Background: an optimization exercise with open tools, aiming at small area, a short achievable clock period and few clock cycles per item. Do not read the settings as production practice.
At most, simulation tests tie the RTL to the original design; equivalence was not proved.
The RTL of runs 1 and 2 was laid out without a check of its function.
Power is estimated from default activity; no workload was simulated.

**flow/design.v**
```verilog
package tlbpt_pkg;
   localparam int TLB_ENTRIES = 4;
   localparam int PAGE_COUNT  = 16;
   localparam int FRAME_COUNT = 8;
   localparam int PAGE_BYTES  = 256;
   localparam int TLB_W    = $clog2(TLB_ENTRIES);
   localparam int PAGE_W   = $clog2(PAGE_COUNT);
   localparam int FRAME_W  = $clog2(FRAME_COUNT);
   localparam int OFFSET_W = $clog2(PAGE_BYTES);
   localparam int ADDR_W  = 12;
   localparam int PHYS_W  = 11;
   localparam int COUNT_W = 16;
endpackage
import tlbpt_pkg::*;
module tlbpt_ctrl
(
   input  logic              clock,
   input  logic              reset,
   input  logic              start,
   input  logic [ADDR_W-1:0] req_addr,
   output logic              busy,
   output logic              req_valid,
   output logic              state_reset,
   output logic [ADDR_W-1:0] req_addr_ff
);
   always_ff @(posedge clock) begin
      if (reset) begin
         req_valid <= 1'b0;
      end else begin
         req_valid <= start;
      end
      req_addr_ff <= req_addr;
      state_reset <= reset;
   end
   assign busy = 1'b0;
endmodule
import tlbpt_pkg::*;
module tlbpt_datapath
(
   input  logic               clock,
   input  logic               reset,
   input  logic               state_reset,
   input  logic               valid,
   input  logic [ADDR_W-1:0]  addr,
   output logic               rsp_valid,
   output logic [PHYS_W-1:0]  phys_addr,
   output logic               tlb_hit,
   output logic               page_fault,
   output logic               evicted,
   output logic [PAGE_W-1:0]  evicted_page,
   output logic [FRAME_W-1:0] frame_used,
   output logic [TLB_W-1:0]   tlb_slot,
   output logic [COUNT_W-1:0] hit_total,
   output logic [COUNT_W-1:0] fault_total
);
   logic [FRAME_COUNT-1:0]              pos_valid_ff;
   logic [FRAME_COUNT-1:0][PAGE_W-1:0]  pos_page_ff;
   logic [FRAME_COUNT-1:0][FRAME_W-1:0] pos_frame_ff;
   logic [TLB_ENTRIES-1:0][TLB_W-1:0]   pos_slot_ff;
   logic [COUNT_W-1:0]                  hit_count_ff;
   logic [COUNT_W-1:0]                  fault_count_ff;
   logic                rsp_valid_ff;
   logic [OFFSET_W-1:0] offset_ff;
   logic                hit_ff;
   logic                fault_ff;
   logic                ev_ff;
   logic [PAGE_W-1:0]   ev_page_ff;
   logic [FRAME_W-1:0]  frame_ff;       
   logic [TLB_W-1:0]    slot_ff;        
   logic [PAGE_W-1:0]      page;
   logic [FRAME_COUNT-1:0] match;
   logic                   resident;
   logic                   hit;
   logic                   full;
   logic                   evict;
   logic [FRAME_W-1:0]     used_count;
   logic [FRAME_W-1:0]     match_frame;
   logic [TLB_W-1:0]       match_slot;
   logic [FRAME_W-1:0]     new_frame;
   logic [TLB_W-1:0]       new_slot;
   logic [FRAME_COUNT-1:0] shift;
   assign page = addr[OFFSET_W +: PAGE_W];
   always_comb begin
      for (int k = 0; k < FRAME_COUNT; k++) begin
         match[k] = pos_valid_ff[k] && (pos_page_ff[k] == page);
      end
      resident = |match;
      hit      = |match[TLB_ENTRIES-1:0];
      full     = pos_valid_ff[FRAME_COUNT-1];
      evict    = !resident && full;
      used_count = '0;
      for (int k = 0; k < FRAME_COUNT; k++) begin
         if (pos_valid_ff[k]) used_count = FRAME_W'(k + 1);
      end
      match_frame = '0;
      for (int k = 0; k < FRAME_COUNT; k++) begin
         if (match[k]) match_frame = match_frame | pos_frame_ff[k];
      end
      match_slot = '0;
      for (int k = 0; k < TLB_ENTRIES; k++) begin
         if (match[k]) match_slot = match_slot | pos_slot_ff[k];
      end
      new_frame = resident ? match_frame : (full ? pos_frame_ff[FRAME_COUNT-1] : used_count);
      new_slot  = hit ? match_slot :
                  (pos_valid_ff[TLB_ENTRIES-1] ? pos_slot_ff[TLB_ENTRIES-1] : used_count[TLB_W-1:0]);
      shift[0] = 1'b1;
      for (int k = 1; k < FRAME_COUNT; k++) begin
         shift[k] = shift[k-1] && !match[k-1];
      end
   end
   always_ff @(posedge clock) begin
      rsp_valid_ff <= valid && !reset;
   end
   always_ff @(posedge clock) begin
      if (state_reset) begin
         pos_valid_ff <= '0;
      end else begin
         if (valid) begin
            pos_valid_ff[0] <= 1'b1;
            for (int k = 1; k < FRAME_COUNT; k++) begin
               if (shift[k]) pos_valid_ff[k] <= pos_valid_ff[k-1];
            end
         end
      end
   end
   tlbpt_counter u_hit_count (
      .clock (clock),
      .reset (state_reset),
      .inc   (valid && hit),
      .count (hit_count_ff)
   );
   tlbpt_counter u_fault_count (
      .clock (clock),
      .reset (state_reset),
      .inc   (valid && !resident),
      .count (fault_count_ff)
   );
   always_ff @(posedge clock) begin
      if (valid) begin
         pos_page_ff[0]  <= page;
         pos_frame_ff[0] <= new_frame;
         pos_slot_ff[0]  <= new_slot;
         for (int k = 1; k < FRAME_COUNT; k++) begin
            if (shift[k]) begin
               pos_page_ff[k]  <= pos_page_ff[k-1];
               pos_frame_ff[k] <= pos_frame_ff[k-1];
            end
         end
         for (int k = 1; k < TLB_ENTRIES; k++) begin
            if (shift[k]) pos_slot_ff[k] <= pos_slot_ff[k-1];
         end
      end
   end
   always_ff @(posedge clock) begin
      offset_ff  <= addr[OFFSET_W-1:0];
      hit_ff     <= hit;
      fault_ff   <= !resident;
      ev_ff      <= evict;
      ev_page_ff <= evict ? pos_page_ff[FRAME_COUNT-1] : '0;
      frame_ff   <= new_frame;
      slot_ff    <= new_slot;
   end
   assign rsp_valid    = rsp_valid_ff;
   assign phys_addr    = PHYS_W'({frame_ff, offset_ff});
   assign tlb_hit      = hit_ff;
   assign page_fault   = fault_ff;
   assign evicted      = ev_ff;
   assign evicted_page = ev_page_ff;
   assign frame_used   = frame_ff;
   assign tlb_slot     = slot_ff;
   assign hit_total    = hit_count_ff;
   assign fault_total  = fault_count_ff;
endmodule
module tlbpt_counter
(
   input  logic               clock,
   input  logic               reset,
   input  logic               inc,
   output logic [COUNT_W-1:0] count
);
   always_ff @(posedge clock) begin
      if (reset) begin
         count <= '0;
      end else if (inc && (count != '1)) begin
         count <= count + COUNT_W'(1);
      end
   end
endmodule
import tlbpt_pkg::*;
module tlb_page_table_lru_translate_core
(
   input  logic               clock,
   input  logic               reset,
   input  logic               start,
   output logic               busy,
   input  logic [ADDR_W-1:0]  req_logical_address,
   output logic               rsp_valid,
   output logic [PHYS_W-1:0]  rsp_physical_address,
   output logic               rsp_tlb_hit,
   output logic               rsp_page_fault,
   output logic               rsp_evicted,
   output logic [PAGE_W-1:0]  rsp_evicted_page,
   output logic [FRAME_W-1:0] rsp_frame_used,
   output logic [TLB_W-1:0]   rsp_tlb_slot,
   output logic [COUNT_W-1:0] rsp_hit_total,
   output logic [COUNT_W-1:0] rsp_fault_total
);
   logic              req_valid;
   logic              state_reset;
   logic [ADDR_W-1:0] req_addr_ff;
   tlbpt_ctrl u_ctrl (
      .clock       (clock),
      .reset       (reset),
      .start       (start),
      .req_addr    (req_logical_address),
      .busy        (busy),
      .req_valid   (req_valid),
      .state_reset (state_reset),
      .req_addr_ff (req_addr_ff)
   );
   tlbpt_datapath u_datapath (
      .clock        (clock),
      .reset        (reset),
      .state_reset  (state_reset),
      .valid        (req_valid),
      .addr         (req_addr_ff),
      .rsp_valid    (rsp_valid),
      .phys_addr    (rsp_physical_address),
      .tlb_hit      (rsp_tlb_hit),
      .page_fault   (rsp_page_fault),
      .evicted      (rsp_evicted),
      .evicted_page (rsp_evicted_page),
      .frame_used   (rsp_frame_used),
      .tlb_slot     (rsp_tlb_slot),
      .hit_total    (rsp_hit_total),
      .fault_total  (rsp_fault_total)
   );
endmodule
```
**flow/flow/run.sh**
```bash
#!/bin/bash
# Standard layout, with small port buffers and a clock tree without dummy loads.
set -euo pipefail
export BUFFER_PORTS_ARGS="-buffer_cell sky130_fd_sc_hd__buf_2"
export CTS_ARGS="-sink_clustering_enable -repair_clock_nets -dont_use_dummy_load -buf_list {sky130_fd_sc_hd__clkbuf_4 sky130_fd_sc_hd__clkbuf_8} -sink_clustering_size 30 -sink_clustering_max_diameter 60"
export SETUP_SLACK_MARGIN=5.8
bash standard.sh > standard.log 2>&1
```
**flow/standard.sh**
```bash
#!/bin/bash
# synth_recipe.tcl (not shown) runs the flow's synth.tcl, then flattens the netlist and writes it again
# the make line also repeats each setting of config.mk as NAME=value (left out here)
make -C /OpenROAD-flow-scripts/flow DESIGN_CONFIG=/design/flow/config.mk WORK_HOME=/design/flow/orfs CLKGATE_MAP_FILE= SYNTH_SCRIPT=/design/flow/synth_recipe.tcl "${@:-finish}"
```
**flow/config.mk**
```make
export PLATFORM = sky130hd
export DESIGN_NAME = tlb_page_table_lru_translate_core
export DESIGN_NICKNAME = tlb_page_table_lru_translate_core
export VERILOG_FILES = /design/flow/design.v
export SDC_FILE = /design/flow/constraint.sdc
export NUM_CORES = 4
export LEC_CHECK = 0
export CAP_MARGIN = 20
export CORE_MARGIN = 2
export CORE_UTILIZATION = 60
export CTS_BUF_LIST = sky130_fd_sc_hd__clkbuf_4 sky130_fd_sc_hd__clkbuf_8
export CTS_CLUSTER_DIAMETER = 60
export CTS_CLUSTER_SIZE = 30
export SLEW_MARGIN = 20
```
**flow/constraint.sdc**
```tcl
create_clock -name core_clock -period 8.5 [get_ports {clock}]
set_input_delay 1.7000 -clock core_clock [delete_from_list [all_inputs] [get_ports {clock}]]
set_output_delay 1.7000 -clock core_clock [all_outputs]
set_load 0.01 [all_outputs]
```
==> results of run 1 <==
-- per-stage QoR --
step	instance area (µm²)	worst slack (ns)	hold slack, ns	power, mW
2_1_floorplan	5320	6.04	0.310	0.813
3_3_place_gp	5740	5.52	0.310	0.837
3_5_place_dp	5750	5.44	0.316	0.839
4_1_cts	6040	5.80	0.332	1.21
5_1_grt	6130	5.79	0.336	1.25
6_report	6130	5.84	0.328	1.21
-- Yosys cell counts (10+ instances only) --
master,count,area share
dfxtp_1,75,0.28
edfxtp_1,64,0.36
xor2_1,22,0.036
inv_1,12,0.0085
a22oi_1,16,0.023
xnor2_1,23,0.038
nand2_1,22,0.016
nor3_1,14,0.013
a21oi_1,22,0.021
nor2_1,36,0.025
nor4_1,13,0.015
nand4_1,10,0.012
nand3_1,17,0.016
-- cell usage in the layout (no fill, tap or decap), types with 21 or more instances in the layout --
cell / count
xor2_1: 22
nand2_1: 21
xnor2_1: 23
dfxtp_1: 47
a21oi_1: 22
edfxtp_1: 64
nor2_1: 34
dfxtp_2: 23
buf_2: 70
-- metal layers --
metal | up-vias | share of wire | track usage
li1 | 1765 | - | -
met1 | 1821 | 0.44 | 0.328
met2 | 162 | 0.48 | 0.363
met3 | 12 | 0.075 | 0.0573
met4 | 0 | 0.0098 | 0.0653
met5 | - | 0 | 0
-- repair_timing --
action,CTS,global route
pin swaps,1,1
hold buffers,0,0
endpoints found under the setup margin,81,48
buffers inserted,0,7
gates resized for setup,21,22
-- area by class of cell --
class                   instances  area [µm²]  share of cell area
well taps                     108         135              0.0220
repair buffers                 83         448              0.0731
multi-input cells             271        1790               0.293
clock buffers                  17         234              0.0382
inverters                      12        48.8             0.00796
flip-flops and latches        139        3470               0.566
-- final timing paths --
kind / end / slack (ns) / cells after the start / start
worst max-delay path: rsp_hit_total[7] / 5.84 / 1 / u_datapath.u_hit_count.count[7]$_SDFFE_PP0P_
worst min-delay path: u_datapath.offset_ff[4]$_DFF_P_ / 0.33 / 0 / u_ctrl.req_addr_ff[4]$_DFF_P_
worst max register to register: u_datapath.u_fault_count.count[5]$_SDFFE_PP0P_ / 5.89 / 7 / u_ctrl.req_addr_ff[9]$_DFF_P_
worst min register to register: u_datapath.offset_ff[4]$_DFF_P_ / 0.33 / 0 / u_ctrl.req_addr_ff[4]$_DFF_P_
-- power by group --
part	leakage [nW]	switching, mW	internal, mW
logic	0.966	0.0459	0.0301
registers	1.23	0.0201	0.732
clock network	0.122	0.205	0.176
-- sequential cells by signal, summed over array words and instances, names as in the netlist, 2 cells and up --
signal,flops
u_ctrl.req_addr_ff,12
u_datapath.ev_page_ff,4
u_datapath.frame_ff,3
u_datapath.offset_ff,8
u_datapath.pos_frame_ff,24
u_datapath.pos_page_ff,32
u_datapath.pos_slot_ff,8
u_datapath.pos_valid_ff,8
u_datapath.slot_ff,2
u_datapath.u_fault_count.count,16
u_datapath.u_hit_count.count,16
-- logic make-up (layout without fill, tap and decap cells) --
family	count (synthesis)	count (layout)	share of synthesized area
AND/OR/NAND/NOR	152	152	0.153
flip-flops	139	139	0.643
AO/OA/AOI/OAI	63	63	0.0780
XOR/XNOR	46	46	0.0771
buffers and inverters	30	112	0.0298
multiplexers	7	7	0.0136
adder cells (fa/ha/maj)	2	2	0.00470
other	1	1	0.000704
==> results_dict.tcl, run 1 <==
set metrics [dict create \
    postLayoutCoreUtil 0.706 \
    layout.nets 541 \
    io_pins 72 \
    crit_path_cell_trace "buf_2" \
    floorplan.die.width_um 98.2 \
    post-route-drc-count 0 \
    synthDistinctLibCells 48 \
    antenna_violating_nets_post_route 0 \
    min-delay-path-class "reg2reg" \
    grt_antenna_before_repair 0 \
    grt_util_all_layers 0.232 \
    synthesis.area_per_instance_um2 12.1 \
    crit_path_max_fanout 4 \
    maxSlewViolCount 0 \
    period_share 0.313 \
    totalNegativeSetupSlack_ns 0 \
    rows 34 \
    relSlewSlack 0.428 \
    rsz0062_at_grt "false" \
    synth.yosys.warnings 3 \
    worstSetupStartpointType "flop" \
    critPathCaptureType "output port" \
    setup_violations 0 \
    ir_drop_v 0.000113 \
    pwrdens_nw_per_um2 197 \
    max_freq_mhz 376 \
    cp_max_stage_delay_ns 0.39 \
    critical_path.top_delay_family "flip-flops" \
    final.setup_skew_ns 0.0332 \
    dpl.hpwl_mm 7.29 \
    avgViaCountPerCell 5.97 \
    cp.arrival_ns 0.96 \
    cpMaxStageDelayCell "dfxtp_1" \
    outcome "finished clean" \
    vias 3760 \
    max-cap-violations 0 \
    route.final.wire_length_mm 11.0 \
    initial_standard_cell_utilization_of_the_core 0.613 \
    placement.io_buffers 70 \
    worst_pin_slew_ns 0.852 \
    drive_above_1_share 0.287 \
    first_iter_violations 247 \
    design.die.area_um2 9640 \
    number_of_enable_flip_flop_cells_after_synthesis 64 \
    async_flop_share 0 \
    cts_sinks 139 \
    globalRoute.totalOverflow 0 \
    criticalPathCategory "reg2out" \
    critical_path_required_ns 6.80 \
    postSynthRegisterBits 139 \
    syn2layout_area_growth_pct 15.2 \
    filler_cell_count 646 \
    grt_pass1_vias 3535 \
    first_pass_iters 5 \
    grt_start_max_net_pins 39 \
    post_synth_instance_area_um2 5320 \
    clkLatencyLatePin_ns 0.43 \
    cts_inserted_buffers 17 \
    synth_nets 457 \
    report.final.hold_viol_count 0 \
    cts.htree.levels 4 \
    yosys_most_used_dff "dfxtp_1" \
    cts_root_buf "clkbuf_8" \
    grt_first_pass_wirelength_mm 17.5 \
    design.core.area_um2 8680 \
    seq_total_area_yosys 0.643 \
    antenna-diode-count 0 \
    die_h_um 98.2 \
    gp_congestion 0.874 \
    cts_tree "yes" \
    placedCellCount 606 \
    wl_per_cell_um 17.5 \
    final_cells 630 \
    syn-instance-count 440 \
    critPathBufInv 1 \
    worst_setup_hold_path_clk_slew_ns 0.06 \
    max_clock_buf_depth 2 \
    p_leak_nw 2.32 \
    post-route-min-period_ns 2.66 \
]
==> inputs of run 2 (changes only) <==
==> flow/flow/run.sh (replaced) <==
#!/bin/bash
# Standard layout, with small port buffers and a clock tree without dummy loads.
set -euo pipefail
export BUFFER_PORTS_ARGS="-buffer_cell sky130_fd_sc_hd__buf_2"
export CTS_ARGS="-sink_clustering_enable -repair_clock_nets -dont_use_dummy_load -buf_list {sky130_fd_sc_hd__clkbuf_4 sky130_fd_sc_hd__clkbuf_8} -sink_clustering_size 30 -sink_clustering_max_diameter 60"
export SETUP_SLACK_MARGIN=5.9
bash standard.sh > standard.log 2>&1
==> results_dict.tcl, run 2 <==
set metrics [dict create \
    synth_top_family_by_area "simple AND/OR/NAND/NOR gates" \
    report.final.hold_viol_count 0 \
    async_flop_share 0 \
    post-route-drc-count 0 \
    worst-r2r-cell-count 8 \
    rr_startpoint "u_ctrl.req_addr_ff[11]$_DFF_P_" \
    wl_per_cell_um 17.7 \
    grt_first_pass_wirelength_mm 18.7 \
    vias 3986 \
    worst_pin_slew_ns 0.842 \
    p_leak_nw 2.55 \
    gp_congestion 0.874 \
    worst_setup_hold_path_clk_slew_ns 0.07 \
    setup_violations 0 \
    cp.arrival_ns 0.91 \
    synthDistinctLibCells 48 \
    die_h_um 98.2 \
    first_iter_violations 278 \
    clkLatencyLatePin_ns 0.43 \
    postLayoutCoreUtil 0.763 \
    synth_compound_area_frac 0.0780 \
    maxSlewViolCount 0 \
    yosys.area_share.xor_xnor 0.0771 \
    max_freq_mhz 384 \
    number_of_enable_flip_flop_cells_after_synthesis 64 \
    cts-hold-fix-buffers 0 \
    criticalPathCategory "reg2out" \
    crit-reg2reg-capture "u_datapath.u_fault_count.count[8]$_SDFFE_PP0P_" \
    final_cell_mix "edfxtp_1, buf_4, buf_2" \
    grt_antenna_before_repair 0 \
    synth.yosys.warnings 3 \
    critPathBufInv 1 \
    max-cap-violations 0 \
    layout.nets 580 \
    critPathCaptureType "output port" \
    cts.htree.levels 4 \
    yosysTopAreaCell "edfxtp_1" \
    relSlewSlack 0.434 \
    dpl.hpwl_mm 7.29 \
    post_synthesis_simple_gate_area_fraction 0.153 \
    first_pass_iters 4 \
    cts_sinks 139 \
    syn2layout_area_growth_pct 24.4 \
    critical_path_required_ns 6.80 \
    synth.most_common_cell "dfxtp_1" \
    grt_pass1_vias 3749 \
    post_synth_fa_ha_maj_area_fraction 0.00470 \
    totalNegativeSetupSlack_ns 0 \
    pwrdens_nw_per_um2 183 \
    cts_inserted_buffers 17 \
    netlist_top_cells_count "dfxtp_1, edfxtp_1, nor2_1" \
    cp_capture_point "rsp_hit_total[5]" \
    avgViaCountPerCell 5.96 \
    post_synth_instance_area_um2 5320 \
    critical_path.top_delay_family "flip-flops" \
    largest_register_ffs 32 \
    crit_path_cell_trace "buf_6" \
    cp_max_stage_delay_ns 0.36 \
    grt_util_all_layers 0.246 \
    most_common_cell_after_layout_fill_and_taps_aside "edfxtp_1" \
    cts_tree "yes" \
    registers.top_by_ff_count "u_datapath.pos_page_ff" \
    globalRoute.totalOverflow 0 \
    rows 34 \
    ir_drop_v 0.000111 \
    route.final.wire_length_mm 11.8 \
    ff2ff_setup_slack_ns 5.95 \
    worst_hold_slack_ns 0.328 \
    postSynthRegisterBits 139 \
    min-delay-path-class "reg2reg" \
    synthesis.area_per_instance_um2 12.1 \
    rsz0062_at_grt "true" \
    cp-startpoint "u_datapath.u_hit_count.count[5]$_SDFFE_PP0P_" \
    final.setup_skew_ns 0.0347 \
    drive_above_1_share 0.360 \
    post-route-min-period_ns 2.61 \
    initial_standard_cell_utilization_of_the_core 0.613 \
    synth_nets 457 \
    design.core.area_um2 8680 \
    yosys-mux-area-fraction 0.0136 \
    synth_top_cells_by_area "edfxtp_1, dfxtp_1, xnor2_1" \
    antenna_violating_nets_post_route 0 \
    largest_registers "u_datapath.pos_page_ff (32), u_datapath.pos_frame_ff (24)" \
    design.die.area_um2 9640 \
    syn-instance-count 440 \
    yosysTopAreaCellShare 0.361 \
    cts_root_buf "clkbuf_8" \
    floorplan.die.width_um 98.2 \
    worstSetupStartpointType "flop" \
    crit_path_max_fanout 4 \
    path_depth 1 \
    cpMaxStageDelayCell "dfxtp_4" \
    grt_start_max_net_pins 39 \
    placement.io_buffers 70 \
    seq_total_area_yosys 0.643 \
    yosys_most_used_dff "dfxtp_1" \
    period_share 0.307 \
    total_power_mw 1.21 \
    max_clock_buf_depth 2 \
    antenna-diode-count 0 \
    io_pins 72 \
    outcome "finished clean" \
]
==> run 2: cell types whose count changed in the layout (fill, tap and decap cells not counted), moves of 9 or more <==
cell and delta:
buf_4 +38, dfxtp_4 +9, buf_6 +21, buf_2 -21, dfxtp_1 -10
==> run 2: layout make-up <==
| type | count | area (µm²) |
|---|---|---|
| clock buffers | 17 | 234 |
| well taps | 108 | 135 |
| multi-input cells | 271 | 1820 |
| inverters | 12 | 48.8 |
| flip-flops and latches | 139 | 3510 |
| fillers | 578 | 2050 |
| repair buffers | 122 | 885 |
==> run 2: through the flow <==
step / area (µm²) / setup WS, ns / std cells
final: 6630 / 5.89 / 669
after detailed placement: 5750 / 5.44 / 606
after CTS: 6390 / 5.88 / 655
after floorplan: 5320 / 6.04 / 440
after global placement: 5740 / 5.52 / 606
after global routing: 6630 / 5.80 / 669
==> run 2: worst reg2reg max path, cell delays in order, from the launching register on <==
cell and delay [ns]:
dfxtp_4 0.42, buf_4 0.13, xor2_1 0.13, nor3_1 0.09, and3_2 0.32, nor4b_2 0.42
nand3_1 0.28, nor2_1 0.27, mux2_2 0.37
==> run 2: kinds of logic after synthesis <==
kind of cell / after synthesis
and+or+nand+nor: 152
DFF: 139
AOI/OAI and AO/OA: 63
xor gates and xnor gates: 46
buffers and inverters: 30
muxes: 7
adders and majority gates: 2
other: 1
==> run 2: how the worst min path moves through the flow <==
stage                                        startpoint                         endpoint  slack (ns)  cells after the start
after floorplan           u_ctrl.req_addr_ff[0]$_DFF_P_  u_datapath.offset_ff[0]$_DFF_P_        0.31                      0
after global placement    u_ctrl.req_addr_ff[4]$_DFF_P_  u_datapath.offset_ff[4]$_DFF_P_        0.31                      0
after detailed placement  u_ctrl.req_addr_ff[7]$_DFF_P_  u_datapath.offset_ff[7]$_DFF_P_        0.32                      0
after CTS                 u_ctrl.req_addr_ff[4]$_DFF_P_  u_datapath.offset_ff[4]$_DFF_P_        0.33                      0
after global routing      u_ctrl.req_addr_ff[4]$_DFF_P_  u_datapath.offset_ff[4]$_DFF_P_        0.34                      0
final                     u_ctrl.req_addr_ff[4]$_DFF_P_  u_datapath.offset_ff[4]$_DFF_P_        0.33                      0
==> run 2: repair_timing <==
item / 4_1_cts / 5_1_grt
pin swaps: 2 / 1
resized for setup: 67 / 22
endpoints found under the setup margin: 124 / 77
buffers inserted: 32 / 14
endpoints found under the hold margin: 0 / 0
==> run 2: power by group <==
group          total (mW)  internal, mW  switching [mW]
Sequential          0.748         0.729          0.0194
Combinational      0.0826        0.0341          0.0485
Clock               0.383         0.176           0.207
Total                1.21         0.939           0.275
==> run 2: routing by layer <==
layer  up-vias  global-route usage  wire length [µm]
met1      1917               0.347              5080
li1       1844                   -                 -
met4         0              0.0664               112
met2       210               0.390              5640
met3        15              0.0573              1000
met5         -                   0                 0
==> inputs of run 3 (changes only) <==
--- a/flow/design.v
+++ b/flow/design.v
@@ -65,8 +65,6 @@
    logic                fault_ff;
    logic                ev_ff;
    logic [PAGE_W-1:0]   ev_page_ff;
-   logic [FRAME_W-1:0]  frame_ff;       
-   logic [TLB_W-1:0]    slot_ff;        
    logic [PAGE_W-1:0]      page;
    logic [FRAME_COUNT-1:0] match;
    logic                   resident;
@@ -157,17 +155,15 @@
       fault_ff   <= !resident;
       ev_ff      <= evict;
       ev_page_ff <= evict ? pos_page_ff[FRAME_COUNT-1] : '0;
-      frame_ff   <= new_frame;
-      slot_ff    <= new_slot;
    end
    assign rsp_valid    = rsp_valid_ff;
-   assign phys_addr    = PHYS_W'({frame_ff, offset_ff});
+   assign phys_addr    = PHYS_W'({pos_frame_ff[0], offset_ff});
    assign tlb_hit      = hit_ff;
    assign page_fault   = fault_ff;
    assign evicted      = ev_ff;
    assign evicted_page = ev_page_ff;
-   assign frame_used   = frame_ff;
-   assign tlb_slot     = slot_ff;
+   assign frame_used   = pos_frame_ff[0];
+   assign tlb_slot     = pos_slot_ff[0];
    assign hit_total    = hit_count_ff;
    assign fault_total  = fault_count_ff;
 endmodule
==> flow/flow/run.sh (replaced) <==
#!/bin/bash
# Standard layout with small port buffers, a clock tree of small leaf buffers
# under one strong root buffer and no dummy loads, and timing repair aimed
# below the design's period.
set -euo pipefail
export BUFFER_PORTS_ARGS="-buffer_cell sky130_fd_sc_hd__buf_2"
export CTS_ARGS="-repair_clock_nets -dont_use_dummy_load -buf_list sky130_fd_sc_hd__clkbuf_4 -root_buf sky130_fd_sc_hd__clkbuf_16"
export SETUP_SLACK_MARGIN=5.9
bash standard.sh > standard.log 2>&1
==> results_dict.tcl, run 3 <==
set metrics [dict create \
    outcome "finished clean" \
    filler_cell_count 658 \
    cp.arrival_ns 0.94 \
    pwrdens_nw_per_um2 177 \
    most_common_cell_after_layout_fill_and_taps_aside "buf_2" \
    netlist_top_cells_count "dfxtp_1, edfxtp_1, nor2_1" \
    critical_path.top_delay_family "flip-flops" \
    area_of_the_multi_input_gates_um2 1860 \
    final_cell_mix "buf_2, edfxtp_1, dfxtp_1" \
    crit_path_cell_trace "buf_2" \
    layout.cell_area.non_filler_um2 6130 \
    report.final.hold_viol_count 0 \
    period_share 0.311 \
    worst_pin_slew_ns 0.994 \
    drive_above_1_share 0.325 \
    dpl-instance-area_um2 5650 \
    number_of_enable_flip_flop_cells_after_synthesis 64 \
    p_leak_nw 2.36 \
    largest_register_ffs 32 \
    gp_congestion 0.827 \
    cpMaxStageDelayCell "edfxtp_1" \
    criticalPathCategory "reg2out" \
    rsz0062_at_grt "true" \
    avgViaCountPerCell 5.76 \
    seq_total_area_yosys 0.625 \
    seqCellArea_um2 3400 \
    synth.yosys.warnings 3 \
    die_h_um 98.1 \
    cts_sinks 134 \
    first_pass_iters 4 \
    max_freq_mhz 379 \
    worstSetupStartpointType "flop" \
    cts_tree "yes" \
    largest_registers "u_datapath.pos_page_ff (32), u_datapath.pos_frame_ff (24)" \
    rows 34 \
    dpl.hpwl_mm 7.14 \
    grt_start_max_net_pins 22 \
    async_flop_share 0 \
    initial_standard_cell_utilization_of_the_core 0.615 \
    post-route-min-period_ns 2.64 \
    final.setup_skew_ns 0.0301 \
    synth.most_common_cell "dfxtp_1" \
    min-delay-path-class "reg2reg" \
    synth_nets 454 \
    design.core.area_um2 8640 \
    cts.htree.levels 4 \
    combinational_cell_fraction_of_total_power 0.065 \
    post_synth_instance_area_um2 5310 \
    layout.nets 545 \
    antenna-diode-count 0 \
    vias 3655 \
    wl_per_cell_um 17.4 \
    syn-instance-count 437 \
    max-cap-violations 0 \
    synthDistinctLibCells 46 \
    setup_violations 0 \
    yosysTopAreaCell "edfxtp_1" \
    io_pins 72 \
    postSynthRegisterBits 134 \
    design.die.area_um2 9630 \
    cts_root_buf "clkbuf_16" \
    swShare 0.227 \
    cts_inserted_buffers 17 \
    floorplan.die.width_um 98.1 \
    globalRoute.totalOverflow 0 \
    registers.top_by_ff_count "u_datapath.pos_page_ff" \
    grt_antenna_before_repair 0 \
    clkLatencyLatePin_ns 0.36 \
    critical_path_required_ns 6.80 \
    yosysTopAreaCellShare 0.362 \
    syn2layout_area_growth_pct 15.4 \
    intPower_mw 0.839 \
    antenna_violating_nets_post_route 0 \
    synthesis.area_per_instance_um2 12.2 \
    route.final.wire_length_mm 11.1 \
    sequential_cell_fraction_of_total_power 0.666 \
    post-route-drc-count 0 \
    ir_drop_v 0.0000857 \
    switching_power_mw 0.246 \
    grt_util_all_layers 0.228 \
    max_clock_buf_depth 2 \
    cp_max_stage_delay_ns 0.42 \
    grt_first_pass_wirelength_mm 17.0 \
    placement.io_buffers 70 \
    crit_path_max_fanout 3 \
    synth_top_cells_by_area "edfxtp_1, dfxtp_1, xnor2_1" \
    maxSlewViolCount 0 \
    relSlewSlack 0.332 \
    power.share.clock 0.268 \
    grt_pass1_vias 3424 \
    critPathBufInv 1 \
    worst_setup_hold_path_clk_slew_ns 0.11 \
    yosys_most_used_dff "dfxtp_1" \
    first_iter_violations 199 \
    totalNegativeSetupSlack_ns 0 \
    critPathCaptureType "output port" \
]
## run 3: layer usage
metal,wire [µm],global-route usage
met5,0,0
met4,195,0.0876
met3,781,0.0666
met2,5240,0.359
met1,4840,0.301
## run 3: area by class of cell
type | instances | area share
clock buffer | 17 | 0.0237
tap | 108 | 0.0220
inverter | 12 | 0.00796
multi-input combinational | 270 | 0.304
timing repair buffer | 93 | 0.0874
sequential | 134 | 0.555
## run 3: repair_timing
item / in CTS / in global routing
gates cloned: 1 / 2
pin swaps: 3 / 5
resized for setup: 29 / 31
endpoints found under the hold margin: 0 / 0
hold buffers: 0 / 0
setup buffers: 6 / 14
setup endpoints to repair: 92 / 87
## run 3: cell families (layout without fill, tap and decap cells)
family / count (synthesis) / after routing / synth area share
AND/OR/NAND/NOR: 149 / 151 / 0.160
flip-flops: 134 / 134 / 0.625
AO/OA/AOI/OAI: 65 / 66 / 0.0810
XOR/XNOR: 45 / 45 / 0.0770
buffers and inverters: 36 / 122 / 0.0410
multiplexers: 5 / 5 / 0.00989
adder cells (fa/ha/maj): 2 / 2 / 0.00471
other: 1 / 1 / 0.000706
## run 3: worst reg2reg max path, stage by stage (launching register included)
cell      delay [ns]
edfxtp_1        0.43
xor2_1          0.17
nor4_2          0.87
nor4_4          0.18
and3b_1         0.37
nor2_1          0.22
a21oi_1         0.06
## run 3: through the flow
stage | power (mW) | hold slack (ns) | worst slack [ns] | util | instances
floorplan | 0.784 | 0.310 | 6.04 | - | 437
global placement | 0.802 | 0.310 | 5.47 | 0.654 | 594
detailed placement | 0.804 | 0.315 | 5.38 | 0.654 | 594
CTS | 1.09 | 0.340 | 5.85 | 0.684 | 618
global route | 1.13 | 0.340 | 5.79 | 0.710 | 634
finish | 1.09 | 0.336 | 5.86 | 0.710 | 634
## run 3: path summary, 6_finish.rpt
kind	startpoint	end	slack (ns)	cells after the start
max	u_datapath.pos_frame_ff[1]$_DFFE_PP_	rsp_frame_used[1]	5.86	1
min	u_ctrl.req_addr_ff[7]$_DFF_P_	u_datapath.offset_ff[7]$_DFF_P_	0.34	0
max reg2reg	u_datapath.pos_page_ff[18]$_DFFE_PP_	u_datapath.pos_frame_ff[2]$_DFFE_PP_	5.94	6
min reg2reg	u_ctrl.req_addr_ff[7]$_DFF_P_	u_datapath.offset_ff[7]$_DFF_P_	0.34	0
## run 3: power groups by stage
| stage | logic [mW] | registers (mW) | clock network, mW |
|---|---|---|---|
| floorplan | 0.0523 | 0.732 | 0 |
| global placement | 0.0610 | 0.741 | 0 |
| detailed placement | 0.0623 | 0.741 | 0 |
| CTS | 0.0674 | 0.726 | 0.299 |
| global route | 0.0766 | 0.726 | 0.325 |
| finish | 0.0710 | 0.723 | 0.291 |
Testbench counts of run 3, summed over its fixed seeds: cycles 16,016, items 16,000.
==> inputs of run 4 (changes only) <==
--- a/flow/flow/run.sh
+++ b/flow/flow/run.sh
@@ -5,5 +5,5 @@
 set -euo pipefail
 export BUFFER_PORTS_ARGS="-buffer_cell sky130_fd_sc_hd__buf_2"
 export CTS_ARGS="-repair_clock_nets -dont_use_dummy_load -buf_list sky130_fd_sc_hd__clkbuf_4 -root_buf sky130_fd_sc_hd__clkbuf_16"
-export SETUP_SLACK_MARGIN=5.9
+export SETUP_SLACK_MARGIN=5.85
 bash standard.sh > standard.log 2>&1
==> results_dict.tcl, run 4 <==
set metrics [dict create \
    drive_above_1_share 0.283 \
    antenna-diode-count 0 \
    seq_total_area_yosys 0.625 \
    grt_pass1_vias 3383 \
    grt_start_max_net_pins 28 \
    syn2layout_area_growth_pct 13.0 \
    synthesis.area_per_instance_um2 12.2 \
    post-route-worst-setup-slack_ns 5.87 \
    synth.yosys.warnings 3 \
    crit_path_max_fanout 3 \
    worst_pin_slew_ns 1.04 \
    critical_path_required_ns 6.80 \
    gp_congestion 0.827 \
    yosysTopAreaCell "edfxtp_1" \
    post-route-drc-count 0 \
    maxSlewViolCount 0 \
    postLayoutCoreUtil 0.695 \
    final_cells 627 \
    post-route-min-period_ns 2.63 \
    critPathBufInv 1 \
    largest_register_ffs 32 \
    cp.arrival_ns 0.93 \
    design.core.area_um2 8640 \
    cts-hold-fix-buffers 0 \
    io_pins 72 \
    area_of_the_multi_input_gates_um2 1830 \
    grt_util_all_layers 0.223 \
    final.setup_skew_ns 0.0316 \
    syn-instance-count 437 \
    critical_path.top_delay_family "flip-flops" \
    min-delay-path-class "reg2reg" \
    rsz0062_at_grt "true" \
    cts_tree "yes" \
    synth_top_cells_by_area "edfxtp_1, dfxtp_1, xnor2_1" \
    report.final.hold_viol_count 0 \
    most_common_cell_after_layout_fill_and_taps_aside "buf_2" \
    worst_setup_hold_path_clk_slew_ns 0.11 \
    max_freq_mhz 380 \
    synth.most_common_cell "dfxtp_1" \
    rows 34 \
    dpl.hpwl_mm 7.14 \
    wl_per_cell_um 16.9 \
    route.final.wire_length_mm 10.6 \
    cpMaxStageDelayCell "edfxtp_1" \
    cts.htree.levels 4 \
    filler_cell_count 668 \
    relSlewSlack 0.299 \
    design.die.area_um2 9630 \
    max_clock_buf_depth 2 \
    registers.top_by_ff_count "u_datapath.pos_page_ff" \
    floorplan.die.width_um 98.1 \
    total_power_mw 1.09 \
    initial_standard_cell_utilization_of_the_core 0.615 \
    placement.io_buffers 70 \
    final_cell_mix "buf_2, edfxtp_1, dfxtp_1" \
    p_leak_nw 2.31 \
    pwrdens_nw_per_um2 181 \
    setup_violations 0 \
    yosysTopAreaCellShare 0.362 \
    crit_path_cell_trace "buf_2" \
    cts_inserted_buffers 17 \
    clkLatencyLatePin_ns 0.36 \
    antenna_violating_nets_post_route 0 \
    max-cap-violations 0 \
    cts_root_buf "clkbuf_16" \
    post_synth_instance_area_um2 5310 \
    yosys_most_used_dff "dfxtp_1" \
    vias 3570 \
    netlist_top_cells_count "dfxtp_1, edfxtp_1, nor2_1" \
    number_of_enable_flip_flop_cells_after_synthesis 64 \
    globalRoute.totalOverflow 0 \
    die_h_um 98.1 \
    ir_drop_v 0.0000840 \
    cts_sinks 134 \
    first_iter_violations 200 \
    criticalPathCategory "reg2out" \
    layout.nets 538 \
    postSynthRegisterBits 134 \
    totalNegativeSetupSlack_ns 0 \
    synthDistinctLibCells 46 \
    seqCellArea_um2 3350 \
    first_pass_iters 4 \
    largest_registers "u_datapath.pos_page_ff (32), u_datapath.pos_frame_ff (24)" \
    grt_antenna_before_repair 0 \
    period_share 0.310 \
    avgViaCountPerCell 5.69 \
    synth_nets 454 \
    grt_first_pass_wirelength_mm 16.7 \
    worstSetupStartpointType "flop" \
    cp_max_stage_delay_ns 0.42 \
    outcome "finished clean" \
    placedCellCount 594 \
    async_flop_share 0 \
    pre_cts_ws_ns 5.38 \
    critPathCaptureType "output port" \
]
## run 4: changes by cell type in the layout (fill, tap and decap cells not counted)
cell | before | now
nor4_2 | 2 | 1
nand4_2 | 1 | 0
dfxtp_1 | 34 | 50
nor4_1 | 6 | 7
dfxtp_2 | 23 | 20
o41ai_2 | 1 | 0
dfxtp_4 | 13 | 0
buf_4 | 22 | 17
## run 4: kinds of logic (layout without fill, tap and decap cells)
kind of cell / after synthesis / after routing / share of synthesized area
AO/OA/AOI/OAI: 65 / 65 / 0.0810
XOR/XNOR: 45 / 45 / 0.0770
adder cells (fa/ha/maj): 2 / 2 / 0.00471
buffers and inverters: 36 / 117 / 0.0410
flip-flops: 134 / 134 / 0.625
multiplexers: 5 / 5 / 0.00989
other: 1 / 1 / 0.000706
AND/OR/NAND/NOR: 149 / 150 / 0.160
## run 4: cell type report
cell class              count  area share
clock buffers              17      0.0242
inverters                  12     0.00813
repair buffers             88      0.0829
well taps                 108      0.0225
flip-flops and latches    134       0.558
multi-input cells         268       0.305
## run 4: worst reg2reg max path: cells and delay by family (launching register included)
kind | cells | cell delay [ns]
and+or+nand+nor | 6 | 1.63
DFF | 1 | 0.66
## run 4: timing repair
item	4_1_cts	5_1_grt
setup buffers	6	9
gates resized for setup	13	17
setup endpoints to repair	71	46
hold endpoints to repair	0	0
pin swaps	3	2
gates cloned	0	1
## run 4: where the power goes
part           switching (mW)  internal (mW)  total [mW]  leakage (nW)
Clock                   0.181          0.109       0.290        0.0859
Combinational          0.0399         0.0303      0.0702          1.04
Sequential             0.0224          0.704       0.726          1.18
Total                   0.243          0.843        1.09          2.31
## run 4: per-layer routing
| layer | share of wire | track usage |
|---|---|---|
| met1 | 0.43 | 0.293 |
| met2 | 0.48 | 0.355 |
| met3 | 0.073 | 0.0659 |
| met4 | 0.014 | 0.0855 |
| met5 | 0 | 0 |
## run 4: stage by stage
| step | cell area [µm²] | hold slack [ns] |
|---|---|---|
| floorplan | 5310 | 0.310 |
| global placement | 5650 | 0.310 |
| detailed placement | 5650 | 0.315 |
| CTS | 5870 | 0.340 |
| global route | 6000 | 0.343 |
| finish | 6000 | 0.332 |
## run 4: worst paths after layout
check	start	endpoint	slack [ns]	cells past startpoint
min reg2reg	u_ctrl.req_addr_ff[7]$_DFF_P_	u_datapath.offset_ff[7]$_DFF_P_	0.33	0
max reg2reg	u_datapath.pos_valid_ff[7]$_SDFFE_PP0P_	u_datapath.pos_frame_ff[1]$_DFFE_PP_	5.97	6
min	u_ctrl.req_addr_ff[7]$_DFF_P_	u_datapath.offset_ff[7]$_DFF_P_	0.33	0
max	u_datapath.pos_frame_ff[1]$_DFFE_PP_	rsp_frame_used[1]	5.87	1
==> inputs of run 5 (changes only) <==
--- a/flow/flow/run.sh
+++ b/flow/flow/run.sh
@@ -5,5 +5,5 @@
 set -euo pipefail
 export BUFFER_PORTS_ARGS="-buffer_cell sky130_fd_sc_hd__buf_2"
 export CTS_ARGS="-repair_clock_nets -dont_use_dummy_load -buf_list sky130_fd_sc_hd__clkbuf_4 -root_buf sky130_fd_sc_hd__clkbuf_16"
-export SETUP_SLACK_MARGIN=5.85
+export SETUP_SLACK_MARGIN=5.8
 bash standard.sh > standard.log 2>&1
==> results_dict.tcl, run 5 <==
set metrics [dict create \
    cp.arrival_ns 0.94 \
    layout.nets 528 \
    yosys_most_used_dff "dfxtp_1" \
    route.final.wire_length_mm 10.5 \
    initial_standard_cell_utilization_of_the_core 0.615 \
    die_h_um 98.1 \
    post-route-worst-setup-slack_ns 5.86 \
    cts_inserted_buffers 17 \
    rsz0062_at_grt "true" \
    seq_total_area_yosys 0.625 \
    crit_path_max_fanout 4 \
    grt_pass1_vias 3372 \
    grt_util_all_layers 0.222 \
    io_pins 72 \
    placement.io_buffers 70 \
    worst_pin_slew_ns 1.07 \
    synthDistinctLibCells 46 \
    setup_violations 0 \
    cpMaxStageDelayCell "edfxtp_1" \
    most_common_cell_after_layout_fill_and_taps_aside "buf_2" \
    post-route-min-period_ns 2.64 \
    avgViaCountPerCell 5.75 \
    antenna_violating_nets_post_route 0 \
    grt_antenna_before_repair 0 \
    design.core.area_um2 8640 \
    min-delay-path-class "reg2reg" \
    critPathBufInv 1 \
    max-cap-violations 0 \
    rows 34 \
    wl_per_cell_um 17.0 \
    synth_top_cells_by_area "edfxtp_1, dfxtp_1, xnor2_1" \
    report.final.hold_viol_count 0 \
    cts_root_buf "clkbuf_16" \
    period_share 0.311 \
    max_clock_buf_depth 2 \
    grt_start_max_net_pins 28 \
    ir_drop_v 0.0000851 \
    antenna-diode-count 0 \
    gp_congestion 0.827 \
    postSynthRegisterBits 134 \
    vias 3547 \
    post-route-drc-count 0 \
    criticalPathCategory "reg2out" \
    relSlewSlack 0.281 \
    worst_setup_hold_path_clk_slew_ns 0.11 \
    synth_nets 454 \
    worst_hold_slack_ns 0.332 \
    synthesis.area_per_instance_um2 12.2 \
    yosysTopAreaCell "edfxtp_1" \
    crit_path_cell_trace "buf_2" \
    globalRoute.totalOverflow 0 \
    synth.yosys.warnings 3 \
    max_freq_mhz 378 \
    p_leak_nw 2.25 \
    final.setup_skew_ns 0.0308 \
    cts_sinks 134 \
    outcome "finished clean" \
    netlist_top_cells_count "dfxtp_1, edfxtp_1, nor2_1" \
    maxSlewViolCount 0 \
    cp_max_stage_delay_ns 0.45 \
    async_flop_share 0 \
    dpl-instance-area_um2 5650 \
    largest_register_ffs 32 \
    largest_registers "u_datapath.pos_page_ff (32), u_datapath.pos_frame_ff (24)" \
    synth.most_common_cell "dfxtp_1" \
    post_synth_instance_area_um2 5310 \
    pre_cts_ws_ns 5.38 \
    totalNegativeSetupSlack_ns 0 \
    first_iter_violations 181 \
    critPathCaptureType "output port" \
    floorplan.die.width_um 98.1 \
    pwrdens_nw_per_um2 183 \
    worstSetupStartpointType "flop" \
    critical_path_required_ns 6.80 \
    cts_tree "yes" \
    number_of_enable_flip_flop_cells_after_synthesis 64 \
    design.die.area_um2 9630 \
    dpl.hpwl_mm 7.14 \
    final_cell_mix "buf_2, edfxtp_1, dfxtp_1" \
    first_pass_iters 5 \
    grt_first_pass_wirelength_mm 16.6 \
    yosysTopAreaCellShare 0.362 \
    syn2layout_area_growth_pct 10.8 \
    drive_above_1_share 0.246 \
    clkLatencyLatePin_ns 0.35 \
    registers.top_by_ff_count "u_datapath.pos_page_ff" \
    layout.cell_area.non_filler_um2 5890 \
    critical_path.top_delay_family "flip-flops" \
    syn-instance-count 437 \
    cts.htree.levels 4 \
]
-- run 5: path summary, 6_finish.rpt --
kind	start	to	slack, ns	depth (start not counted)
hold / removal	u_ctrl.req_addr_ff[7]$_DFF_P_	u_datapath.offset_ff[7]$_DFF_P_	0.33	0
setup reg to reg	u_ctrl.req_addr_ff[9]$_DFF_P_	u_datapath.pos_frame_ff[1]$_DFFE_PP_	5.94	6
setup / recovery	u_datapath.pos_frame_ff[0]$_DFFE_PP_	rsp_frame_used[0]	5.86	1
hold reg to reg	u_ctrl.req_addr_ff[7]$_DFF_P_	u_datapath.offset_ff[7]$_DFF_P_	0.33	0
-- run 5: through the flow --
| stage | instances | power [mW] | utilization |
|---|---|---|---|
| 2_1_floorplan | 437 | 0.784 | - |
| 3_3_place_gp | 594 | 0.802 | 0.654 |
| 3_5_place_dp | 594 | 0.804 | 0.654 |
| 4_1_cts | 613 | 1.09 | 0.676 |
| 5_1_grt | 617 | 1.13 | 0.682 |
| 6_report | 617 | 1.08 | 0.682 |
-- run 5: what timing repair did --
item | CTS | global route
setup buffers | 2 | 3
endpoints found under the hold margin | 0 | 0
resized for setup | 11 | 5
hold buffers | 0 | 0
pin swaps | 2 | 2
setup endpoints to repair | 54 | 18
gates cloned | 0 | 1
-- run 5: routing by layer --
layer | GRT usage | part of all wire
met5 | 0 | 0
met4 | 0.0855 | 0.016
met3 | 0.0659 | 0.072
met2 | 0.351 | 0.48
met1 | 0.292 | 0.44
-- run 5: cells by family (layout without fill, tap and decap cells) --
group | Yosys count | after routing | synth area share
AND/OR/NAND/NOR | 149 | 150 | 0.160
flip-flops | 134 | 134 | 0.625
AO/OA/AOI/OAI | 65 | 65 | 0.0810
XOR/XNOR | 45 | 45 | 0.0770
buffers and inverters | 36 | 107 | 0.0410
multiplexers | 5 | 5 | 0.00989
adder cells (fa/ha/maj) | 2 | 2 | 0.00471
other | 1 | 1 | 0.000706
-- run 5: cell type report --
class	instances	area (µm²)
fill	685	2750
clock buffer	17	145
timing repair buffer	78	410
tap	108	135
inverter	12	48.8
multi-input combinational	268	1820
sequential	134	3330
-- run 5: where the power goes --
part,internal (mW),total (mW),switching (mW)
clock,0.109,0.287,0.178
combinational,0.0269,0.0654,0.0384
sequential,0.704,0.726,0.0227
total,0.840,1.08,0.239
==> inputs of run 6 (changes only) <==
--- a/flow/flow/run.sh
+++ b/flow/flow/run.sh
@@ -6,4 +6,5 @@
 export BUFFER_PORTS_ARGS="-buffer_cell sky130_fd_sc_hd__buf_2"
 export CTS_ARGS="-repair_clock_nets -dont_use_dummy_load -buf_list sky130_fd_sc_hd__clkbuf_4 -root_buf sky130_fd_sc_hd__clkbuf_16"
 export SETUP_SLACK_MARGIN=5.8
+export POST_GLOBAL_ROUTE_TCL="$(pwd)/flow/recover.tcl"
 bash standard.sh > standard.log 2>&1
==> flow/flow/recover.tcl (new file) <==
# After global routing: downsize gates off the critical paths, then repair
# timing again to the same margin, and reroute the nets that changed.
global_route -start_incremental
repair_timing -recover_power 100 -verbose
repair_timing -setup_margin $::env(SETUP_SLACK_MARGIN) -repair_tns 100 -verbose
detailed_placement
global_route -end_incremental
estimate_parasitics -global_routing
report_design_area
report_worst_slack -max
--- a/flow/config.mk
+++ b/flow/config.mk
@@ -7,7 +7,7 @@
 export LEC_CHECK = 0
 export CAP_MARGIN = 20
 export CORE_MARGIN = 2
-export CORE_UTILIZATION = 60
+export CORE_UTILIZATION = 50
 export CTS_BUF_LIST = sky130_fd_sc_hd__clkbuf_4 sky130_fd_sc_hd__clkbuf_8
 export CTS_CLUSTER_DIAMETER = 60
 export CTS_CLUSTER_SIZE = 30
==> results_dict.tcl, run 6 <==
set metrics [dict create \
    outcome "finished clean" \
    first_pass_iters 4 \
    grt_pass1_vias 3321 \
    postLayoutCoreUtil 0.568 \
    vias 3558 \
    post-route-worst-setup-slack_ns 5.85 \
    setup_violations 0 \
    synthesis.area_per_instance_um2 12.2 \
    power.share.clock 0.271 \
    antenna_violating_nets_post_route 0 \
    p_leak_nw 2.05 \
    crit_path_max_fanout 3 \
    antenna-diode-count 0 \
    max_clock_buf_depth 2 \
    report.final.hold_viol_count 0 \
    gr-usage-met3 0.0571 \
    cts.htree.levels 4 \
    swShare 0.227 \
    post-route-drc-count 0 \
    yosys_most_used_dff "dfxtp_1" \
    syn-instance-count 437 \
    number_of_enable_flip_flop_cells_after_synthesis 64 \
    synthDistinctLibCells 46 \
    final.setup_skew_ns 0.0366 \
    critical_path_required_ns 6.80 \
    drive_above_1_share 0.154 \
    synth_nets 454 \
    grt_use_met2 0.301 \
    grt_start_max_net_pins 28 \
    synth.yosys.warnings 3 \
    sequential_cell_fraction_of_total_power 0.670 \
    grt_antenna_before_repair 0 \
    criticalPathCategory "reg2out" \
    largest_register_ffs 32 \
    largest_registers "u_datapath.pos_page_ff (32), u_datapath.pos_frame_ff (24)" \
    post_cts_resize_count 8 \
    max-cap-violations 0 \
    switching_power_mw 0.246 \
    floorplan.die.width_um 107 \
    max_freq_mhz 378 \
    first_iter_violations 193 \
    async_flop_share 0 \
    period_share 0.312 \
    cts_tree "yes" \
    grt_first_pass_wirelength_mm 17.1 \
    crit_path_cell_trace "clkbuf_1" \
    total_power_mw 1.09 \
    relSlewSlack 0.292 \
    seq_total_area_yosys 0.625 \
    global_route.peak_usage_layer "met2" \
    avgViaCountPerCell 5.43 \
    design.core.area_um2 10300 \
    rows 37 \
    worst_hold_slack_ns 0.334 \
    intPower_mw 0.839 \
    cpMaxStageDelayCell "edfxtp_1" \
    wl_per_cell_um 16.6 \
    postCtsSetupRepairBufs 3 \
    cts_root_buf "clkbuf_16" \
    ir_drop_v 0.000122 \
    groute.layer.met1.usage 0.276 \
    yosysTopAreaCellShare 0.362 \
    pwrdens_nw_per_um2 185 \
    post-route-min-period_ns 2.65 \
    die_h_um 107 \
    worstSetupStartpointType "flop" \
    placement.io_buffers 70 \
    globalRoute.totalOverflow 0 \
    post_synth_instance_area_um2 5310 \
    syn2layout_area_growth_pct 10.4 \
    gp_congestion 0.778 \
    initial_standard_cell_utilization_of_the_core 0.515 \
    pre_cts_ws_ns 5.24 \
    cp_max_stage_delay_ns 0.44 \
    dpl.hpwl_mm 7.29 \
    min-delay-path-class "reg2reg" \
    critPathCaptureType "output port" \
    postSynthRegisterBits 134 \
    critical_path.top_delay_family "flip-flops" \
    cts_inserted_buffers 17 \
    clkLatencyLatePin_ns 0.37 \
    yosysTopAreaCell "edfxtp_1" \
    cp.arrival_ns 0.95 \
    critPathBufInv 1 \
    totalNegativeSetupSlack_ns 0 \
    final_cell_mix "edfxtp_1, clkbuf_1, dfxtp_1" \
    layout.nets 538 \
    synth_top_cells_by_area "edfxtp_1, dfxtp_1, xnor2_1" \
    cts-hold-fix-buffers 0 \
    registers.top_by_ff_count "u_datapath.pos_page_ff" \
    most_common_cell_after_layout_fill_and_taps_aside "edfxtp_1" \
    io_pins 72 \
    worst_pin_slew_ns 1.06 \
    cts_sinks 134 \
    grt_util_all_layers 0.201 \
    worst_setup_hold_path_clk_slew_ns 0.09 \
    maxSlewViolCount 0 \
    design.die.area_um2 11500 \
    combinational_cell_fraction_of_total_power 0.059 \
    netlist_top_cells_count "dfxtp_1, edfxtp_1, nor2_1" \
    synth.most_common_cell "dfxtp_1" \
    route.final.wire_length_mm 10.9 \
]
-- run 6: cell types whose count changed in the layout (fill, tap and decap cells not counted), moves of 2 or more --
cell | before | now
dfxtp_1 | 62 | 58
buf_2 | 70 | 15
nor4_1 | 7 | 5
buf_4 | 8 | 11
clkbuf_2 | 0 | 3
nand4_1 | 8 | 10
clkbuf_1 | 0 | 58
nor4_2 | 1 | 4
dfxtp_2 | 8 | 12
-- run 6: kinds of logic (layout without fill, tap and decap cells) --
kind of cell / Yosys count / after routing / synth area share
buf+inv: 36 / 117 / 0.0410
fa+ha+maj: 2 / 2 / 0.00471
flops: 134 / 134 / 0.625
mux: 5 / 5 / 0.00989
xor+xnor: 45 / 45 / 0.0770
compound gates: 65 / 65 / 0.0810
simple gates: 149 / 150 / 0.160
other cells: 1 / 1 / 0.000706
-- run 6: area by class of cell --
class	instances	area [µm²]
fillers	927	4460
flip-flops and latches	134	3340
multi-input cells	268	1760
repair buffers	88	398
well taps	136	170
clock buffers	17	145
inverters	12	48.8
-- run 6: routing by layer --
metal  share of wire  vias up
met5               0        -
met4           0.015        0
met3           0.071       12
met2            0.45      119
met1            0.47     1687
li1                -     1740
-- run 6: worst paths after layout --
| path | startpoint | to | slack [ns] | cells after the start |
|---|---|---|---|---|
| hold reg to reg | u_ctrl.req_addr_ff[4]$_DFF_P_ | u_datapath.offset_ff[4]$_DFF_P_ | 0.33 | 0 |
| setup reg to reg | u_ctrl.req_addr_ff[11]$_DFF_P_ | u_datapath.u_fault_count.count[15]$_SDFFE_PP0P_ | 5.96 | 7 |
| setup / recovery | u_datapath.pos_slot_ff[0]$_DFFE_PP_ | rsp_tlb_slot[0] | 5.85 | 1 |
| hold / removal | u_ctrl.req_addr_ff[4]$_DFF_P_ | u_datapath.offset_ff[4]$_DFF_P_ | 0.33 | 0 |
-- run 6: through the flow --
stage          instance area (µm²)  std cells
2_1_floorplan                 5310        437
3_3_place_gp                  5690        623
3_5_place_dp                  5690        623
4_1_cts                       5880        643
6_report                      5860        655
-- run 6: power groups by stage --
stage | Sequential, mW | Clock (mW) | Combinational, mW
floorplan | 0.732 | 0 | 0.0523
global placement | 0.742 | 0 | 0.0621
detailed placement | 0.742 | 0 | 0.0627
CTS | 0.727 | 0.304 | 0.0649
finish | 0.727 | 0.294 | 0.0645
==> inputs of run 7 (changes only) <==
--- a/flow/flow/run.sh
+++ b/flow/flow/run.sh
@@ -5,6 +5,6 @@
 set -euo pipefail
 export BUFFER_PORTS_ARGS="-buffer_cell sky130_fd_sc_hd__buf_2"
 export CTS_ARGS="-repair_clock_nets -dont_use_dummy_load -buf_list sky130_fd_sc_hd__clkbuf_4 -root_buf sky130_fd_sc_hd__clkbuf_16"
-export SETUP_SLACK_MARGIN=5.8
+export SETUP_SLACK_MARGIN=5.75
 export POST_GLOBAL_ROUTE_TCL="$(pwd)/flow/recover.tcl"
 bash standard.sh > standard.log 2>&1
--- a/flow/config.mk
+++ b/flow/config.mk
@@ -7,7 +7,7 @@
 export LEC_CHECK = 0
 export CAP_MARGIN = 20
 export CORE_MARGIN = 2
-export CORE_UTILIZATION = 50
+export CORE_UTILIZATION = 60
 export CTS_BUF_LIST = sky130_fd_sc_hd__clkbuf_4 sky130_fd_sc_hd__clkbuf_8
 export CTS_CLUSTER_DIAMETER = 60
 export CTS_CLUSTER_SIZE = 30
==> results_dict.tcl, run 7 <==
set metrics [dict create \
    setup_violations 0 \
    worst_setup_hold_path_clk_slew_ns 0.11 \
    antenna_violating_nets_post_route 0 \
    async_flop_share 0 \
    crit_path_cell_trace "clkbuf_1" \
    min-delay-path-class "reg2reg" \
    clkLatencyLatePin_ns 0.35 \
    dpl.hpwl_mm 7.14 \
    totalNegativeSetupSlack_ns 0 \
    first_iter_violations 176 \
    max_clock_buf_depth 2 \
    pre_cts_ws_ns 5.38 \
    yosys_most_used_dff "dfxtp_1" \
    worst_hold_slack_ns 0.336 \
    outcome "finished clean" \
    crit_path_max_fanout 5 \
    wl_per_cell_um 16.8 \
    vias 3567 \
    first_pass_iters 8 \
    pwrdens_nw_per_um2 185 \
    synth_top_cells_by_area "edfxtp_1, dfxtp_1, xnor2_1" \
    total_power_mw 1.08 \
    max-cap-violations 0 \
    p_leak_nw 2.03 \
    grt_start_max_net_pins 28 \
    dpl-instance-area_um2 5650 \
    antenna-diode-count 0 \
    synthesis.area_per_instance_um2 12.2 \
    yosysTopAreaCell "edfxtp_1" \
    cts.htree.levels 4 \
    cp_max_stage_delay_ns 0.43 \
    period_share 0.313 \
    synthDistinctLibCells 46 \
    globalRoute.totalOverflow 0 \
    most_common_cell_after_layout_fill_and_taps_aside "dfxtp_1" \
    grt_pass1_vias 3382 \
    avgViaCountPerCell 5.72 \
    initial_standard_cell_utilization_of_the_core 0.615 \
    worstSetupStartpointType "flop" \
    report.final.hold_viol_count 0 \
    largest_registers "u_datapath.pos_page_ff (32), u_datapath.pos_frame_ff (24)" \
    gp_congestion 0.827 \
    relSlewSlack 0.293 \
    final_cell_mix "dfxtp_1, edfxtp_1, clkbuf_1" \
    worst_pin_slew_ns 1.05 \
    synth.most_common_cell "dfxtp_1" \
    cts-hold-fix-buffers 0 \
    postCtsSetupRepairBufs 1 \
    cts_inserted_buffers 17 \
    critical_path_required_ns 6.80 \
    criticalPathCategory "reg2out" \
    floorplan.die.width_um 98.1 \
    rows 34 \
    post-route-worst-setup-slack_ns 5.84 \
    registers.top_by_ff_count "u_datapath.pos_page_ff" \
    grt_util_all_layers 0.222 \
    design.die.area_um2 9630 \
    post-route-min-period_ns 2.66 \
    synth_nets 454 \
    syn-instance-count 437 \
    ir_drop_v 0.0000840 \
    cts_tree "yes" \
    placement.io_buffers 70 \
    maxSlewViolCount 0 \
    design.core.area_um2 8640 \
    die_h_um 98.1 \
    drive_above_1_share 0.126 \
    cts_root_buf "clkbuf_16" \
    postSynthRegisterBits 134 \
    filler_cell_count 721 \
    critical_path.top_delay_family "flip-flops" \
    final_cells 624 \
    critPathCaptureType "output port" \
    layout.cell_area.non_filler_um2 5810 \
    syn2layout_area_growth_pct 9.28 \
    max_freq_mhz 376 \
    final.setup_skew_ns 0.0322 \
    number_of_enable_flip_flop_cells_after_synthesis 64 \
    placedCellCount 594 \
    grt_first_pass_wirelength_mm 16.6 \
    post-route-drc-count 0 \
    postLayoutCoreUtil 0.672 \
    largest_register_ffs 32 \
    route.final.wire_length_mm 10.5 \
    layout.nets 535 \
    yosysTopAreaCellShare 0.362 \
    critPathBufInv 1 \
    grt_antenna_before_repair 0 \
    seq_total_area_yosys 0.625 \
    netlist_top_cells_count "dfxtp_1, edfxtp_1, nor2_1" \
    post_synth_instance_area_um2 5310 \
    synth.yosys.warnings 3 \
    io_pins 72 \
    cpMaxStageDelayCell "dfxtp_1" \
    cts_sinks 134 \
    post_cts_resize_count 9 \
    cp.arrival_ns 0.96 \
]
==> run 7: cell types whose count changed in the layout (fill, tap and decap cells not counted), moves of 2 or more <==
cell      before  now
clkbuf_1      58   60
dfxtp_2       12    5
clkbuf_2       3    1
buf_2         15   13
nor4_2         4    1
dfxtp_1       58   65
nor4_1         5    7
==> run 7: where the power goes <==
part           switching (mW)  internal (mW)  leakage (nW)  total [mW]
Sequential             0.0230          0.704          1.18       0.727
Clock                   0.180          0.109        0.0859       0.289
Combinational          0.0371         0.0242         0.773      0.0613
Total                   0.240          0.837          2.03        1.08
==> run 7: metal layers <==
layer,wire length (µm),track usage,vias up
met5,0,0,-
met4,160,0.0812,0
met3,685,0.0702,12
met2,5040,0.351,118
met1,4600,0.290,1707
li1,-,-,1730
==> run 7: final cells by class <==
cell class / instances / area, µm² / area share
Sequential cell: 134 / 3330 / 0.573
Inverter: 12 / 48.8 / 0.00840
Tap cell: 108 / 135 / 0.0233
Clock buffer: 17 / 145 / 0.0250
Multi-Input combinational cell: 268 / 1770 / 0.304
Timing Repair Buffer: 85 / 380 / 0.0655
==> run 7: cell families after synthesis <==
family,count (synthesis),synth area share
compound gates,65,0.0810
xor+xnor,45,0.0770
fa+ha+maj,2,0.00471
buf+inv,36,0.0410
flops,134,0.625
mux,5,0.00989
other cells,1,0.000706
simple gates,149,0.160
==> run 7: final timing paths <==
path | start | end | slack, ns | depth (start not counted)
worst max-delay path | u_datapath.u_hit_count.count[4]$_SDFFE_PP0P_ | rsp_hit_total[4] | 5.84 | 1
worst min-delay path | u_ctrl.req_addr_ff[3]$_DFF_P_ | u_datapath.offset_ff[3]$_DFF_P_ | 0.34 | 0
worst max register to register | u_ctrl.req_addr_ff[10]$_DFF_P_ | u_datapath.u_hit_count.count[4]$_SDFFE_PP0P_ | 5.86 | 9
worst min register to register | u_ctrl.req_addr_ff[3]$_DFF_P_ | u_datapath.offset_ff[3]$_DFF_P_ | 0.34 | 0
==> inputs of run 8 (changes only) <==
--- a/flow/flow/run.sh
+++ b/flow/flow/run.sh
@@ -5,6 +5,6 @@
 set -euo pipefail
 export BUFFER_PORTS_ARGS="-buffer_cell sky130_fd_sc_hd__buf_2"
 export CTS_ARGS="-repair_clock_nets -dont_use_dummy_load -buf_list sky130_fd_sc_hd__clkbuf_4 -root_buf sky130_fd_sc_hd__clkbuf_16"
-export SETUP_SLACK_MARGIN=5.75
+export SETUP_SLACK_MARGIN=5.85
 export POST_GLOBAL_ROUTE_TCL="$(pwd)/flow/recover.tcl"
 bash standard.sh > standard.log 2>&1
==> results_dict.tcl, run 8 <==
set metrics [dict create \
    outcome "finished clean" \
    postSynthRegisterBits 134 \
    first_pass_iters 4 \
    worst_pin_slew_ns 1.09 \
    synthesis.area_per_instance_um2 12.2 \
    globalRoute.totalOverflow 0 \
    cts-hold-fix-buffers 0 \
    hold_path.startpoint "u_ctrl.req_addr_ff[7]$_DFF_P_" \
    synth.most_common_cell "dfxtp_1" \
    clkLatencyLatePin_ns 0.36 \
    registers.top_by_ff_count "u_datapath.pos_page_ff" \
    total_power_mw 1.09 \
    yosysTopAreaCell "edfxtp_1" \
    pwrdens_nw_per_um2 182 \
    dpl.hpwl_mm 7.14 \
    io_pins 72 \
    grt_antenna_before_repair 0 \
    max-cap-violations 0 \
    setup_violations 0 \
    grt_util_all_layers 0.223 \
    placement.io_buffers 70 \
    post-route-drc-count 0 \
    crit_path_cell_trace "clkbuf_2" \
    rows 34 \
    drive_above_1_share 0.241 \
    filler_cell_count 692 \
    cts_tree "yes" \
    post_synth_instance_area_um2 5310 \
    cpMaxStageDelayCell "edfxtp_1" \
    ir_drop_v 0.0000812 \
    number_of_enable_flip_flop_cells_after_synthesis 64 \
    largest_register_ffs 32 \
    floorplan.die.width_um 98.1 \
    cts_sinks 134 \
    relSlewSlack 0.265 \
    seqCellArea_um2 3360 \
    max_clock_buf_depth 2 \
    cp.arrival_ns 0.93 \
    report.final.hold_viol_count 0 \
    cts_root_buf "clkbuf_16" \
    gp_congestion 0.827 \
    max_freq_mhz 380 \
    syn2layout_area_growth_pct 12.2 \
    min-delay-path-class "reg2reg" \
    rr_startpoint "u_datapath.pos_valid_ff[7]$_SDFFE_PP0P_" \
    grt_pass1_vias 3383 \
    synthDistinctLibCells 46 \
    yosysTopAreaCellShare 0.362 \
    dpl-instance-area_um2 5650 \
    final_cell_mix "edfxtp_1, dfxtp_1, clkbuf_1" \
    first_iter_violations 192 \
    yosys_most_used_dff "dfxtp_1" \
    totalNegativeSetupSlack_ns 0 \
    period_share 0.310 \
    timing.hold.worst_endpoint "u_datapath.offset_ff[7]$_DFF_P_" \
    vias 3642 \
    netlist_top_cells_count "dfxtp_1, edfxtp_1, nor2_1" \
    crit_path_max_fanout 3 \
    critical_path.top_delay_family "flip-flops" \
    cts.htree.levels 4 \
    cts_inserted_buffers 17 \
    grt_start_max_net_pins 28 \
    worst_hold_slack_ns 0.332 \
    most_common_cell_after_layout_fill_and_taps_aside "edfxtp_1" \
    layout.nets 542 \
    synth.yosys.warnings 3 \
    largest_registers "u_datapath.pos_page_ff (32), u_datapath.pos_frame_ff (24)" \
    synth_top_cells_by_area "edfxtp_1, dfxtp_1, xnor2_1" \
    seq_total_area_yosys 0.625 \
    synth_nets 454 \
    crit-reg2reg-capture "u_datapath.pos_frame_ff[2]$_DFFE_PP_" \
    design.die.area_um2 9630 \
    route.final.wire_length_mm 10.8 \
    path_depth 1 \
    p_leak_nw 2.17 \
    post_cts_resize_count 13 \
    syn-instance-count 437 \
    postCtsSetupRepairBufs 6 \
    criticalPathCategory "reg2out" \
    cp_max_stage_delay_ns 0.43 \
    antenna-diode-count 0 \
    layout.cell_area.non_filler_um2 5960 \
    final.setup_skew_ns 0.0313 \
    initial_standard_cell_utilization_of_the_core 0.615 \
    critPathCaptureType "output port" \
    grt_first_pass_wirelength_mm 16.7 \
    post-route-min-period_ns 2.63 \
    antenna_violating_nets_post_route 0 \
    hold_depth 0 \
    worst-r2r-cell-count 6 \
    design.core.area_um2 8640 \
    avgViaCountPerCell 5.77 \
    postLayoutCoreUtil 0.690 \
    area_of_the_multi_input_gates_um2 1810 \
    worstSetupStartpointType "flop" \
    maxSlewViolCount 0 \
    wl_per_cell_um 17.1 \
    async_flop_share 0 \
    ff2ff_setup_slack_ns 5.87 \
    worst_setup_hold_path_clk_slew_ns 0.11 \
    critPathBufInv 1 \
    critical_path_required_ns 6.80 \
    die_h_um 98.1 \
]
-- run 8: cell counts after synthesis --
No cell type changed its count.
-- run 8: kinds of logic after synthesis --
group,after synthesis,share of synthesized area
DFF,134,0.625
adders and majority gates,2,0.00471
and+or+nand+nor,149,0.160
buffers and inverters,36,0.0410
muxes,5,0.00989
xor gates and xnor gates,45,0.0770
other,1,0.000706
AOI/OAI and AO/OA,65,0.0810
-- run 8: worst max path at each step --
stage                                               from                               endpoint  slack (ns)
finish              u_datapath.pos_frame_ff[1]$_DFFE_PP_                      rsp_frame_used[1]        5.87
detailed placement        u_ctrl.req_addr_ff[10]$_DFF_P_   u_datapath.pos_page_ff[20]$_DFFE_PP_        5.38
global placement          u_ctrl.req_addr_ff[10]$_DFF_P_   u_datapath.pos_page_ff[20]$_DFFE_PP_        5.47
CTS                 u_datapath.pos_frame_ff[1]$_DFFE_PP_                      rsp_frame_used[1]        5.85
floorplan                  u_ctrl.req_addr_ff[9]$_DFF_P_  u_datapath.pos_frame_ff[15]$_DFFE_PP_        6.04
-- run 8: power by group --
part	internal [mW]	switching, mW	total [mW]
Clock	0.109	0.181	0.291
Combinational	0.0282	0.0402	0.0684
Sequential	0.704	0.0227	0.726
Total	0.841	0.244	1.09
-- run 8: layout make-up --
type                            count  area share
Sequential cell                   134       0.563
Clock buffer                       17      0.0243
Multi-Input combinational cell    268       0.304
Tap cell                          108      0.0227
Timing Repair Buffer               92      0.0768
Inverter                           12     0.00881
-- run 8: per-layer routing --
metal | wire [µm] | global-route usage | share of wire
met5 | 0 | 0 | 0
met4 | 162 | 0.0855 | 0.015
met3 | 651 | 0.0659 | 0.060
met2 | 5190 | 0.355 | 0.48
met1 | 4770 | 0.293 | 0.44
-- run 8: stage by stage --
| step | setup slack (ns) | cells |
|---|---|---|
| detailed placement | 5.38 | 594 |
| CTS | 5.85 | 617 |
| global placement | 5.47 | 594 |
| finish | 5.87 | 631 |
| floorplan | 6.04 | 437 |
